Source: an optimization exercise on an open RTL-to-GDS flow (aim: small area and a short achievable clock period). Production flows keep margins and buffers that such runs may drop.
Where RTL was checked, it was by simulation tests only, not by an equivalence proof against the original.
No activity file was given, so power comes from the tool's default toggle rates.

==> yarrow <==
// exec_stage
module exec_stage #(
  parameter int N = 24,
  parameter int M = 6
) (
  input  logic                clk,
  input  logic                rst,
  input  logic                en,
  input  logic [N-1:0]        rd1, rd2, rd3, pc, imm,
  input  logic [N*M-1:0]      rdv1, rdv2, rdv3,
  input  logic [N*M-1:0]      Forward1, Forward2, Forward3,
  input  logic                Fa, Fb, Fc,
  input  logic [3:0]          aluControl, Rc, opCode,
  input  logic                immSrc, branchFlag, memWrite, memToReg, regWrite, modeSel,
  input  logic [1:0]          opType,
  output logic [17+2*N*M-1:0] bufferOut
);
clock: 13.0 ns
lec_check: 0
abc_area: 1
cap_margin: 20
cell_pad_in_sites_detail_placement: 2
cell_pad_in_sites_global_placement: 2
core_margin: 2
core_utilization: 50
place_density: 0.6
setup_slack_margin: 0.3
slew_margin: 20
standard.sh (not shown) runs the stock make flow with config.mk's settings and CLKGATE_MAP_FILE= SYNTH_SCRIPT=/design/flow/synth_recipe.tcl, a recipe that flattens the netlist after the stock synthesis.
==> flow/flow/run.sh <==
#!/bin/bash
set -euo pipefail
export BUFFER_PORTS_ARGS="-buffer_cell sky130_fd_sc_hd__buf_1"
bash standard.sh > standard.log 2>&1
==> inputs of harbor, as changes to yarrow <==
Settings changed: CELL_PAD_IN_SITES_DETAIL_PLACEMENT 2 to 1, CELL_PAD_IN_SITES_GLOBAL_PLACEMENT 2 to 1, CORE_UTILIZATION 50 to 45, PLACE_DENSITY 0.6 to 0.65, SETUP_SLACK_MARGIN 0.3 to 5.
==> inputs of umber, as changes to yarrow <==
--- a/flow/design.v
+++ b/flow/design.v
@@ -620,146 +620,9 @@
   assign ra[21] = co130;
   assign rb[21] = s131;
   assign ra[22] = co131;
   assign rb[22] = s132;
   assign ra[23] = co132;
   assign rb[23] = s133;
-  logic [23:0] p_g, p_p;
-  assign p_g = ra & rb;
-  assign p_p = ra ^ rb;
-  logic p_G0, p_P0;
-  assign p_G0 = p_g[1] | (p_p[1] & p_g[0]);
-  assign p_P0 = p_p[1] & p_p[0];
-  logic p_G1, p_P1;
-  assign p_G1 = p_g[3] | (p_p[3] & p_g[2]);
-  assign p_P1 = p_p[3] & p_p[2];
-  logic p_G2, p_P2;
-  assign p_G2 = p_g[5] | (p_p[5] & p_g[4]);
-  assign p_P2 = p_p[5] & p_p[4];
-  logic p_G3, p_P3;
-  assign p_G3 = p_g[7] | (p_p[7] & p_g[6]);
-  assign p_P3 = p_p[7] & p_p[6];
-  logic p_G4, p_P4;
-  assign p_G4 = p_g[9] | (p_p[9] & p_g[8]);
-  assign p_P4 = p_p[9] & p_p[8];
-  logic p_G5, p_P5;
-  assign p_G5 = p_g[11] | (p_p[11] & p_g[10]);
-  assign p_P5 = p_p[11] & p_p[10];
-  logic p_G6, p_P6;
-  assign p_G6 = p_g[13] | (p_p[13] & p_g[12]);
-  assign p_P6 = p_p[13] & p_p[12];
-  logic p_G7, p_P7;
-  assign p_G7 = p_g[15] | (p_p[15] & p_g[14]);
-  assign p_P7 = p_p[15] & p_p[14];
-  logic p_G8, p_P8;
-  assign p_G8 = p_g[17] | (p_p[17] & p_g[16]);
-  assign p_P8 = p_p[17] & p_p[16];
-  logic p_G9, p_P9;
-  assign p_G9 = p_g[19] | (p_p[19] & p_g[18]);
-  assign p_P9 = p_p[19] & p_p[18];
-  logic p_G10, p_P10;
-  assign p_G10 = p_g[21] | (p_p[21] & p_g[20]);
-  assign p_P10 = p_p[21] & p_p[20];
-  logic p_G11, p_P11;
-  assign p_G11 = p_G1 | (p_P1 & p_G0);
-  assign p_P11 = p_P1 & p_P0;
-  logic p_G12, p_P12;
-  assign p_G12 = p_G3 | (p_P3 & p_G2);
-  assign p_P12 = p_P3 & p_P2;
-  logic p_G13, p_P13;
-  assign p_G13 = p_G5 | (p_P5 & p_G4);
-  assign p_P13 = p_P5 & p_P4;
-  logic p_G14, p_P14;
-  assign p_G14 = p_G7 | (p_P7 & p_G6);
-  assign p_P14 = p_P7 & p_P6;
-  logic p_G15, p_P15;
-  assign p_G15 = p_G9 | (p_P9 & p_G8);
-  assign p_P15 = p_P9 & p_P8;
-  logic p_G16, p_P16;
-  assign p_G16 = p_G12 | (p_P12 & p_G11);
-  assign p_P16 = p_P12 & p_P11;
-  logic p_G17, p_P17;
-  assign p_G17 = p_G14 | (p_P14 & p_G13);
-  assign p_P17 = p_P14 & p_P13;
-  logic p_G18, p_P18;
-  assign p_G18 = p_G17 | (p_P17 & p_G16);
-  assign p_P18 = p_P17 & p_P16;
-  logic p_G19, p_P19;
-  assign p_G19 = p_G13 | (p_P13 & p_G16);
-  assign p_P19 = p_P13 & p_P16;
-  logic p_G20, p_P20;
-  assign p_G20 = p_G15 | (p_P15 & p_G18);
-  assign p_P20 = p_P15 & p_P18;
-  logic p_G21, p_P21;
-  assign p_G21 = p_G2 | (p_P2 & p_G11);
-  assign p_P21 = p_P2 & p_P11;
-  logic p_G22, p_P22;
-  assign p_G22 = p_G4 | (p_P4 & p_G16);
-  assign p_P22 = p_P4 & p_P16;
-  logic p_G23, p_P23;
-  assign p_G23 = p_G6 | (p_P6 & p_G19);
-  assign p_P23 = p_P6 & p_P19;
-  logic p_G24, p_P24;
-  assign p_G24 = p_G8 | (p_P8 & p_G18);
-  assign p_P24 = p_P8 & p_P18;
-  logic p_G25, p_P25;
-  assign p_G25 = p_G10 | (p_P10 & p_G20);
-  assign p_P25 = p_P10 & p_P20;
-  logic p_G26, p_P26;
-  assign p_G26 = p_g[2] | (p_p[2] & p_G0);
-  assign p_P26 = p_p[2] & p_P0;
-  logic p_G27, p_P27;
-  assign p_G27 = p_g[4] | (p_p[4] & p_G11);
-  assign p_P27 = p_p[4] & p_P11;
-  logic p_G28, p_P28;
-  assign p_G28 = p_g[6] | (p_p[6] & p_G21);
-  assign p_P28 = p_p[6] & p_P21;
-  logic p_G29, p_P29;
-  assign p_G29 = p_g[8] | (p_p[8] & p_G16);
-  assign p_P29 = p_p[8] & p_P16;
-  logic p_G30, p_P30;
-  assign p_G30 = p_g[10] | (p_p[10] & p_G22);
-  assign p_P30 = p_p[10] & p_P22;
-  logic p_G31, p_P31;
-  assign p_G31 = p_g[12] | (p_p[12] & p_G19);
-  assign p_P31 = p_p[12] & p_P19;
-  logic p_G32, p_P32;
-  assign p_G32 = p_g[14] | (p_p[14] & p_G23);
-  assign p_P32 = p_p[14] & p_P23;
-  logic p_G33, p_P33;
-  assign p_G33 = p_g[16] | (p_p[16] & p_G18);
-  assign p_P33 = p_p[16] & p_P18;
-  logic p_G34, p_P34;
-  assign p_G34 = p_g[18] | (p_p[18] & p_G24);
-  assign p_P34 = p_p[18] & p_P24;
-  logic p_G35, p_P35;
-  assign p_G35 = p_g[20] | (p_p[20] & p_G20);
-  assign p_P35 = p_p[20] & p_P20;
-  logic p_G36, p_P36;
-  assign p_G36 = p_g[22] | (p_p[22] & p_G25);
-  assign p_P36 = p_p[22] & p_P25;
-  assign p[0] = p_p[0];
-  assign p[1] = p_p[1] ^ p_g[0];
-  assign p[2] = p_p[2] ^ p_G0;
-  assign p[3] = p_p[3] ^ p_G26;
-  assign p[4] = p_p[4] ^ p_G11;
-  assign p[5] = p_p[5] ^ p_G27;
-  assign p[6] = p_p[6] ^ p_G21;
-  assign p[7] = p_p[7] ^ p_G28;
-  assign p[8] = p_p[8] ^ p_G16;
-  assign p[9] = p_p[9] ^ p_G29;
-  assign p[10] = p_p[10] ^ p_G22;
-  assign p[11] = p_p[11] ^ p_G30;
-  assign p[12] = p_p[12] ^ p_G19;
-  assign p[13] = p_p[13] ^ p_G31;
-  assign p[14] = p_p[14] ^ p_G23;
-  assign p[15] = p_p[15] ^ p_G32;
-  assign p[16] = p_p[16] ^ p_G18;
-  assign p[17] = p_p[17] ^ p_G33;
-  assign p[18] = p_p[18] ^ p_G24;
-  assign p[19] = p_p[19] ^ p_G34;
-  assign p[20] = p_p[20] ^ p_G20;
-  assign p[21] = p_p[21] ^ p_G35;
-  assign p[22] = p_p[22] ^ p_G25;
-  assign p[23] = p_p[23] ^ p_G36;
+  assign p = ra + rb;
   assign pz = &((ra ^ rb) ~^ {ra[22:0] | rb[22:0], 1'b0});
 endmodule
Settings changed: ABC_AREA 1 to unset, CORE_UTILIZATION 50 to 25, PLACE_DENSITY 0.6 to 0.45.
==> impl_results.md <==
- Post-synthesis area per instance: 8.22 sq um
- Count of cell types in the netlist: between 100 and 150
- Outcome: finished clean
- Cells after synthesis: a little over 9k
- Basic-gate share of the synthesized area counting and, or, nand and nor cells: 8.97%
-- figures above: umber

==> impl_results.md <==
- Outcome: did not finish
- Basic-gate share of the synthesized area counting and, or, nand and nor cells: 22.9%
- Fail Step: global routing
- Error that halted the flow: [ERROR GRT-0116] Global routing finished with congestion. Check the congestion regions in the DRC Viewer.
-- figures above: harbor

==> impl_results.md <==
- Outcome: did not finish
- Fail Step: global placement
- Error that halted the flow: [ERROR GPL-0301] Utilization 102.014 % exceeds 100%.
- Count of cell types in the netlist: around 60
- Cells after synthesis: 11.3k
-- figures above: yarrow

No functional check of the RTL was part of any run of this note.

* * *

==> run a: inputs <==
Another version of the RTL of exec_stage (not shown whole).
export LEC_CHECK = 0
export ABC_AREA = 1
export CAP_MARGIN = 20
export CELL_PAD_IN_SITES_DETAIL_PLACEMENT = 1
export CELL_PAD_IN_SITES_GLOBAL_PLACEMENT = 1
export CORE_MARGIN = 2
export CORE_UTILIZATION = 38
export PLACE_DENSITY = 0.6
export SETUP_SLACK_MARGIN = 4
export SLEW_MARGIN = 20
export SYNTH_HIERARCHICAL = 1
create_clock -name core_clock -period 13.0 [get_ports {clk}]
Scripts as last shown in full above: flow/flow/run.sh
==> run b (differences from run a) <==
--- a/flow/design.v
+++ b/flow/design.v
@@ -48,51 +48,46 @@
   logic [N-1:0] r [M];
   logic [M-1:0] nz;
   for (genvar k = 0; k < M; k++) begin : g_lane
     logic on;
     if (k == 0) begin : g_l0
-      assign on = ld;
+      assign on = ld & ~isCtrl;
       exec_lane u_lane (
         .a(a[0]), .b(b[0]),
-        .mul(opMul & ~isCtrl), .shl(opShl & ~isCtrl), .shr(opShr & ~isCtrl),
-        .add(opAdd & ~isCtrl), .sub(opSub & ~isCtrl), .pa(opA & ~isCtrl), .pb(opB & ~isCtrl),
-        .land(opAnd & ~isCtrl), .lor(opOr & ~isCtrl), .lxor(opXor & ~isCtrl),
-        .ext(pcImm), .gext(isCtrl),
+        .mul(opMul), .shl(opShl), .shr(opShr), .add(opAdd), .sub(opSub), .pa(opA), .pb(opB),
+        .land(opAnd), .lor(opOr), .lxor(opXor),
         .on(on), .r(r[k]), .nz(nz[k]));
     end else begin : g_ln
       assign on = ld & modeSel & ~isCtrl;
       exec_lane u_lane (
         .a(a[k]), .b(b[k]),
         .mul(opMul), .shl(opShl), .shr(opShr), .add(opAdd), .sub(opSub), .pa(opA), .pb(opB),
         .land(opAnd), .lor(opOr), .lxor(opXor),
-        .ext('0), .gext(1'b0),
         .on(on), .r(r[k]), .nz(nz[k]));
     end
   end
   logic [N-1:0] cmpDiff;
   logic         cmpEq;
   exec_add24 u_pcimm (.a(pc), .b(imm), .ci(1'b0), .y(pcImm));
-  exec_add24 u_cmp (.a(a[0]), .b(~cmpB), .ci(1'b1), .y(cmpDiff));
+  assign cmpDiff = a[0] - cmpB;
   assign cmpEq   = (a[0] == cmpB);
   logic anyR, zeroFlag, negFlag;
   assign anyR     = |nz;
   assign zeroFlag = isCtrl ? (ld & cmpEq) : (ld & ~anyR);
   assign negFlag  = isCtrl ? (ld & cmpDiff[N-1]) : r[0][N-1];
   logic [BW-1:0] nx;
   assign nx = {{7{ld}} & {modeSel, opType, opCode},
-               r[5], r[4], r[3], r[2], r[1], r[0], zeroFlag, negFlag,
+               r[5], r[4], r[3], r[2], r[1], r[0] | ({N{ld & isCtrl}} & pcImm), zeroFlag, negFlag,
                {8{ld}} & {branchFlag, memWrite, memToReg, regWrite, Rc},
                {NM{ld}} & {t[5], t[4], t[3], t[2], t[1], t[0]}};
   assign d = nx | ({BW{hold}} & q);
   always_ff @(posedge clk) q <= d;
   assign bufferOut = q;
 endmodule
 module exec_lane (
   input  logic [23:0] a, b,
   input  logic        mul, shl, shr, add, sub, pa, pb, land, lor, lxor,
-  input  logic [23:0] ext,
-  input  logic        gext,
   input  logic        on,
   output logic [23:0] r,
   output logic        nz
 );
   logic [23:0] ar, x, z, p, pr, rl;
@@ -128,12 +123,11 @@
   assign gp = on & (mul | shl | add | sub | pa | pb);
   assign gr = on & shr;
   assign ga = on & land;
   assign go = on & lor;
   assign gx = on & lxor;
-  assign rl = ({24{ga}} & (a & b)) | ({24{go}} & (a | b)) | ({24{gx}} & (a ^ b)) |
-              ({24{on & gext}} & ext);
+  assign rl = ({24{ga}} & (a & b)) | ({24{go}} & (a | b)) | ({24{gx}} & (a ^ b));
   assign r  = ({24{gp}} & p) | ({24{gr}} & pr) | rl;
   assign nz = ((gp | gr) & ~pz) | (|rl);
 endmodule
 module exec_mac24 (
   input  logic [23:0] x,
@@ -622,13 +616,37 @@
   assign rb[21] = s129;
   assign ra[22] = co129;
   assign rb[22] = s130;
   assign ra[23] = co130;
   assign rb[23] = s131;
-  logic [23:0] p_g, p_p;
-  assign p_g = ra & rb;
-  assign p_p = ra ^ rb;
+  logic [23:0] p_g, p_p, p_a, p_b;
+  assign p_a = ra;
+  assign p_b = rb;
+  exec_ha u_p_p_0_ (.a(p_a[0]), .b(p_b[0]), .s(p_p[0]), .co(p_g[0]));
+  exec_ha u_p_p_1_ (.a(p_a[1]), .b(p_b[1]), .s(p_p[1]), .co(p_g[1]));
+  exec_ha u_p_p_2_ (.a(p_a[2]), .b(p_b[2]), .s(p_p[2]), .co(p_g[2]));
+  exec_ha u_p_p_3_ (.a(p_a[3]), .b(p_b[3]), .s(p_p[3]), .co(p_g[3]));
+  exec_ha u_p_p_4_ (.a(p_a[4]), .b(p_b[4]), .s(p_p[4]), .co(p_g[4]));
+  exec_ha u_p_p_5_ (.a(p_a[5]), .b(p_b[5]), .s(p_p[5]), .co(p_g[5]));
+  exec_ha u_p_p_6_ (.a(p_a[6]), .b(p_b[6]), .s(p_p[6]), .co(p_g[6]));
+  exec_ha u_p_p_7_ (.a(p_a[7]), .b(p_b[7]), .s(p_p[7]), .co(p_g[7]));
+  exec_ha u_p_p_8_ (.a(p_a[8]), .b(p_b[8]), .s(p_p[8]), .co(p_g[8]));
+  exec_ha u_p_p_9_ (.a(p_a[9]), .b(p_b[9]), .s(p_p[9]), .co(p_g[9]));
+  exec_ha u_p_p_10_ (.a(p_a[10]), .b(p_b[10]), .s(p_p[10]), .co(p_g[10]));
+  exec_ha u_p_p_11_ (.a(p_a[11]), .b(p_b[11]), .s(p_p[11]), .co(p_g[11]));
+  exec_ha u_p_p_12_ (.a(p_a[12]), .b(p_b[12]), .s(p_p[12]), .co(p_g[12]));
+  exec_ha u_p_p_13_ (.a(p_a[13]), .b(p_b[13]), .s(p_p[13]), .co(p_g[13]));
+  exec_ha u_p_p_14_ (.a(p_a[14]), .b(p_b[14]), .s(p_p[14]), .co(p_g[14]));
+  exec_ha u_p_p_15_ (.a(p_a[15]), .b(p_b[15]), .s(p_p[15]), .co(p_g[15]));
+  exec_ha u_p_p_16_ (.a(p_a[16]), .b(p_b[16]), .s(p_p[16]), .co(p_g[16]));
+  exec_ha u_p_p_17_ (.a(p_a[17]), .b(p_b[17]), .s(p_p[17]), .co(p_g[17]));
+  exec_ha u_p_p_18_ (.a(p_a[18]), .b(p_b[18]), .s(p_p[18]), .co(p_g[18]));
+  exec_ha u_p_p_19_ (.a(p_a[19]), .b(p_b[19]), .s(p_p[19]), .co(p_g[19]));
+  exec_ha u_p_p_20_ (.a(p_a[20]), .b(p_b[20]), .s(p_p[20]), .co(p_g[20]));
+  exec_ha u_p_p_21_ (.a(p_a[21]), .b(p_b[21]), .s(p_p[21]), .co(p_g[21]));
+  exec_ha u_p_p_22_ (.a(p_a[22]), .b(p_b[22]), .s(p_p[22]), .co(p_g[22]));
+  exec_ha u_p_p_23_ (.a(p_a[23]), .b(p_b[23]), .s(p_p[23]), .co(p_g[23]));
   logic p_G0, p_P0;
   assign p_G0 = p_g[1] | (p_p[1] & p_g[0]);
   assign p_P0 = p_p[1] & p_p[0];
   logic p_G1, p_P1;
   assign p_G1 = p_g[3] | (p_p[3] & p_g[2]);
@@ -774,13 +792,38 @@
   input  logic [23:0] a, b,
   input  logic        ci,
   output logic [23:0] y
 );
   logic [24:0] s;
-  logic [24:0] s_g, s_p;
-  assign s_g = {a, ci} & {b, ci};
-  assign s_p = {a, ci} ^ {b, ci};
+  logic [24:0] s_g, s_p, s_a, s_b;
+  assign s_a = {a, ci};
+  assign s_b = {b, ci};
+  exec_ha u_s_p_0_ (.a(s_a[0]), .b(s_b[0]), .s(s_p[0]), .co(s_g[0]));
+  exec_ha u_s_p_1_ (.a(s_a[1]), .b(s_b[1]), .s(s_p[1]), .co(s_g[1]));
+  exec_ha u_s_p_2_ (.a(s_a[2]), .b(s_b[2]), .s(s_p[2]), .co(s_g[2]));
+  exec_ha u_s_p_3_ (.a(s_a[3]), .b(s_b[3]), .s(s_p[3]), .co(s_g[3]));
+  exec_ha u_s_p_4_ (.a(s_a[4]), .b(s_b[4]), .s(s_p[4]), .co(s_g[4]));
+  exec_ha u_s_p_5_ (.a(s_a[5]), .b(s_b[5]), .s(s_p[5]), .co(s_g[5]));
+  exec_ha u_s_p_6_ (.a(s_a[6]), .b(s_b[6]), .s(s_p[6]), .co(s_g[6]));
+  exec_ha u_s_p_7_ (.a(s_a[7]), .b(s_b[7]), .s(s_p[7]), .co(s_g[7]));
+  exec_ha u_s_p_8_ (.a(s_a[8]), .b(s_b[8]), .s(s_p[8]), .co(s_g[8]));
+  exec_ha u_s_p_9_ (.a(s_a[9]), .b(s_b[9]), .s(s_p[9]), .co(s_g[9]));
+  exec_ha u_s_p_10_ (.a(s_a[10]), .b(s_b[10]), .s(s_p[10]), .co(s_g[10]));
+  exec_ha u_s_p_11_ (.a(s_a[11]), .b(s_b[11]), .s(s_p[11]), .co(s_g[11]));
+  exec_ha u_s_p_12_ (.a(s_a[12]), .b(s_b[12]), .s(s_p[12]), .co(s_g[12]));
+  exec_ha u_s_p_13_ (.a(s_a[13]), .b(s_b[13]), .s(s_p[13]), .co(s_g[13]));
+  exec_ha u_s_p_14_ (.a(s_a[14]), .b(s_b[14]), .s(s_p[14]), .co(s_g[14]));
+  exec_ha u_s_p_15_ (.a(s_a[15]), .b(s_b[15]), .s(s_p[15]), .co(s_g[15]));
+  exec_ha u_s_p_16_ (.a(s_a[16]), .b(s_b[16]), .s(s_p[16]), .co(s_g[16]));
+  exec_ha u_s_p_17_ (.a(s_a[17]), .b(s_b[17]), .s(s_p[17]), .co(s_g[17]));
+  exec_ha u_s_p_18_ (.a(s_a[18]), .b(s_b[18]), .s(s_p[18]), .co(s_g[18]));
+  exec_ha u_s_p_19_ (.a(s_a[19]), .b(s_b[19]), .s(s_p[19]), .co(s_g[19]));
+  exec_ha u_s_p_20_ (.a(s_a[20]), .b(s_b[20]), .s(s_p[20]), .co(s_g[20]));
+  exec_ha u_s_p_21_ (.a(s_a[21]), .b(s_b[21]), .s(s_p[21]), .co(s_g[21]));
+  exec_ha u_s_p_22_ (.a(s_a[22]), .b(s_b[22]), .s(s_p[22]), .co(s_g[22]));
+  exec_ha u_s_p_23_ (.a(s_a[23]), .b(s_b[23]), .s(s_p[23]), .co(s_g[23]));
+  exec_ha u_s_p_24_ (.a(s_a[24]), .b(s_b[24]), .s(s_p[24]), .co(s_g[24]));
   logic s_G0, s_P0;
   assign s_G0 = s_g[1] | (s_p[1] & s_g[0]);
   assign s_P0 = s_p[1] & s_p[0];
   logic s_G1, s_P1;
   assign s_G1 = s_g[3] | (s_p[3] & s_g[2]);
==> flow/config.mk (replaced) <==
export PLATFORM = sky130hd
export DESIGN_NAME = exec_stage
export DESIGN_NICKNAME = exec_stage
export VERILOG_FILES = /design/flow/design.v
export SDC_FILE = /design/flow/constraint.sdc
export NUM_CORES = 4
export LEC_CHECK = 0
export ABC_AREA = 1
export CAP_MARGIN = 30
export CELL_PAD_IN_SITES_DETAIL_PLACEMENT = 1
export CELL_PAD_IN_SITES_GLOBAL_PLACEMENT = 1
export CORE_MARGIN = 2
export CORE_UTILIZATION = 42
export PLACE_DENSITY = 0.64
export SETUP_SLACK_MARGIN = 4
export SLEW_MARGIN = 30
export SYNTH_HIERARCHICAL = 1
==> run c (differences from run a) <==
--- a/flow/config.mk
+++ b/flow/config.mk
@@ -12,6 +12,5 @@
 export CORE_MARGIN = 2
 export CORE_UTILIZATION = 38
 export PLACE_DENSITY = 0.6
 export SETUP_SLACK_MARGIN = 4
 export SLEW_MARGIN = 20
-export SYNTH_HIERARCHICAL = 1
==> run d (differences from run a) <==
--- a/flow/config.mk
+++ b/flow/config.mk
@@ -8,10 +8,9 @@
 export ABC_AREA = 1
 export CAP_MARGIN = 20
 export CELL_PAD_IN_SITES_DETAIL_PLACEMENT = 1
 export CELL_PAD_IN_SITES_GLOBAL_PLACEMENT = 1
 export CORE_MARGIN = 2
-export CORE_UTILIZATION = 38
-export PLACE_DENSITY = 0.6
+export CORE_UTILIZATION = 32
+export PLACE_DENSITY = 0.55
 export SETUP_SLACK_MARGIN = 4
 export SLEW_MARGIN = 20
-export SYNTH_HIERARCHICAL = 1
==> comparison <==
Total power: run a < run b < run c < run d. Flip-flop and latch count is the same in run a and run c. Worst setup slack, highest first: run d, run a, run c, run b. The highest critical path depth belongs to run a, the lowest to run d. In run d the non-clock buffer count is higher than in run a, by 349. Run d completed with no timing, DRC or antenna violations. Run a finished clean. Run c produced a clean layout. Run b passed the timing, DRC and antenna checks. Die area, lowest first: run b, run c, run a, run d. Count of clock-buffer cells in the layout: run c < run a < run b < run d. In run a the global-route usage is lower than in run c, by 8.7 points.

what the ideal ports hide:
In the flow no input, the clock included, has a driving cell. The finished layouts below were timed again as built, in two steps.
Step 1 sets driving cells, clkbuf_16 on the clock port and buf_2 on the other inputs (assumed; they add their load-dependent delay and slew).
Step 2 also shifts input and output timing later by t, the mid clock arrival at the registers, as if the neighbouring blocks saw the same clock.
Slacks: ideal ports / drivers / drivers and shift; pairs: ideal ports / drivers.
| run | shift t [ns] | slack for setup (ns) | slew at the worst register clock pin (ns) | worst data-port slew with drivers (ns) | cell pins on the clock port's net |
|---|---|---|---|---|---|
| umber | 0.812 | 0.557 / 0.619 / -0.194 | 0.07 / 0.07 | 0.50 | 1 |
| run a | 0.800 | 3.469 / 3.502 / 2.701 | 0.07 / 0.07 | 0.30 | 1 |
| run b | 0.799 | 3.170 / 3.115 / 2.315 | 0.08 / 0.08 | 0.56 | 1 |
| run c | 0.780 | 3.357 / 3.189 / 2.409 | 0.08 / 0.08 | 0.28 | 1 |
| run d | 0.818 | 3.671 / 3.534 / 2.717 | 0.07 / 0.07 | 0.41 | 1 |
With both steps, setup timing fails in umber, where it was met with ideal ports. For run d, which loses most, drivers alone change the setup slack by -0.137 ns; drivers and shift together by -0.954 ns.
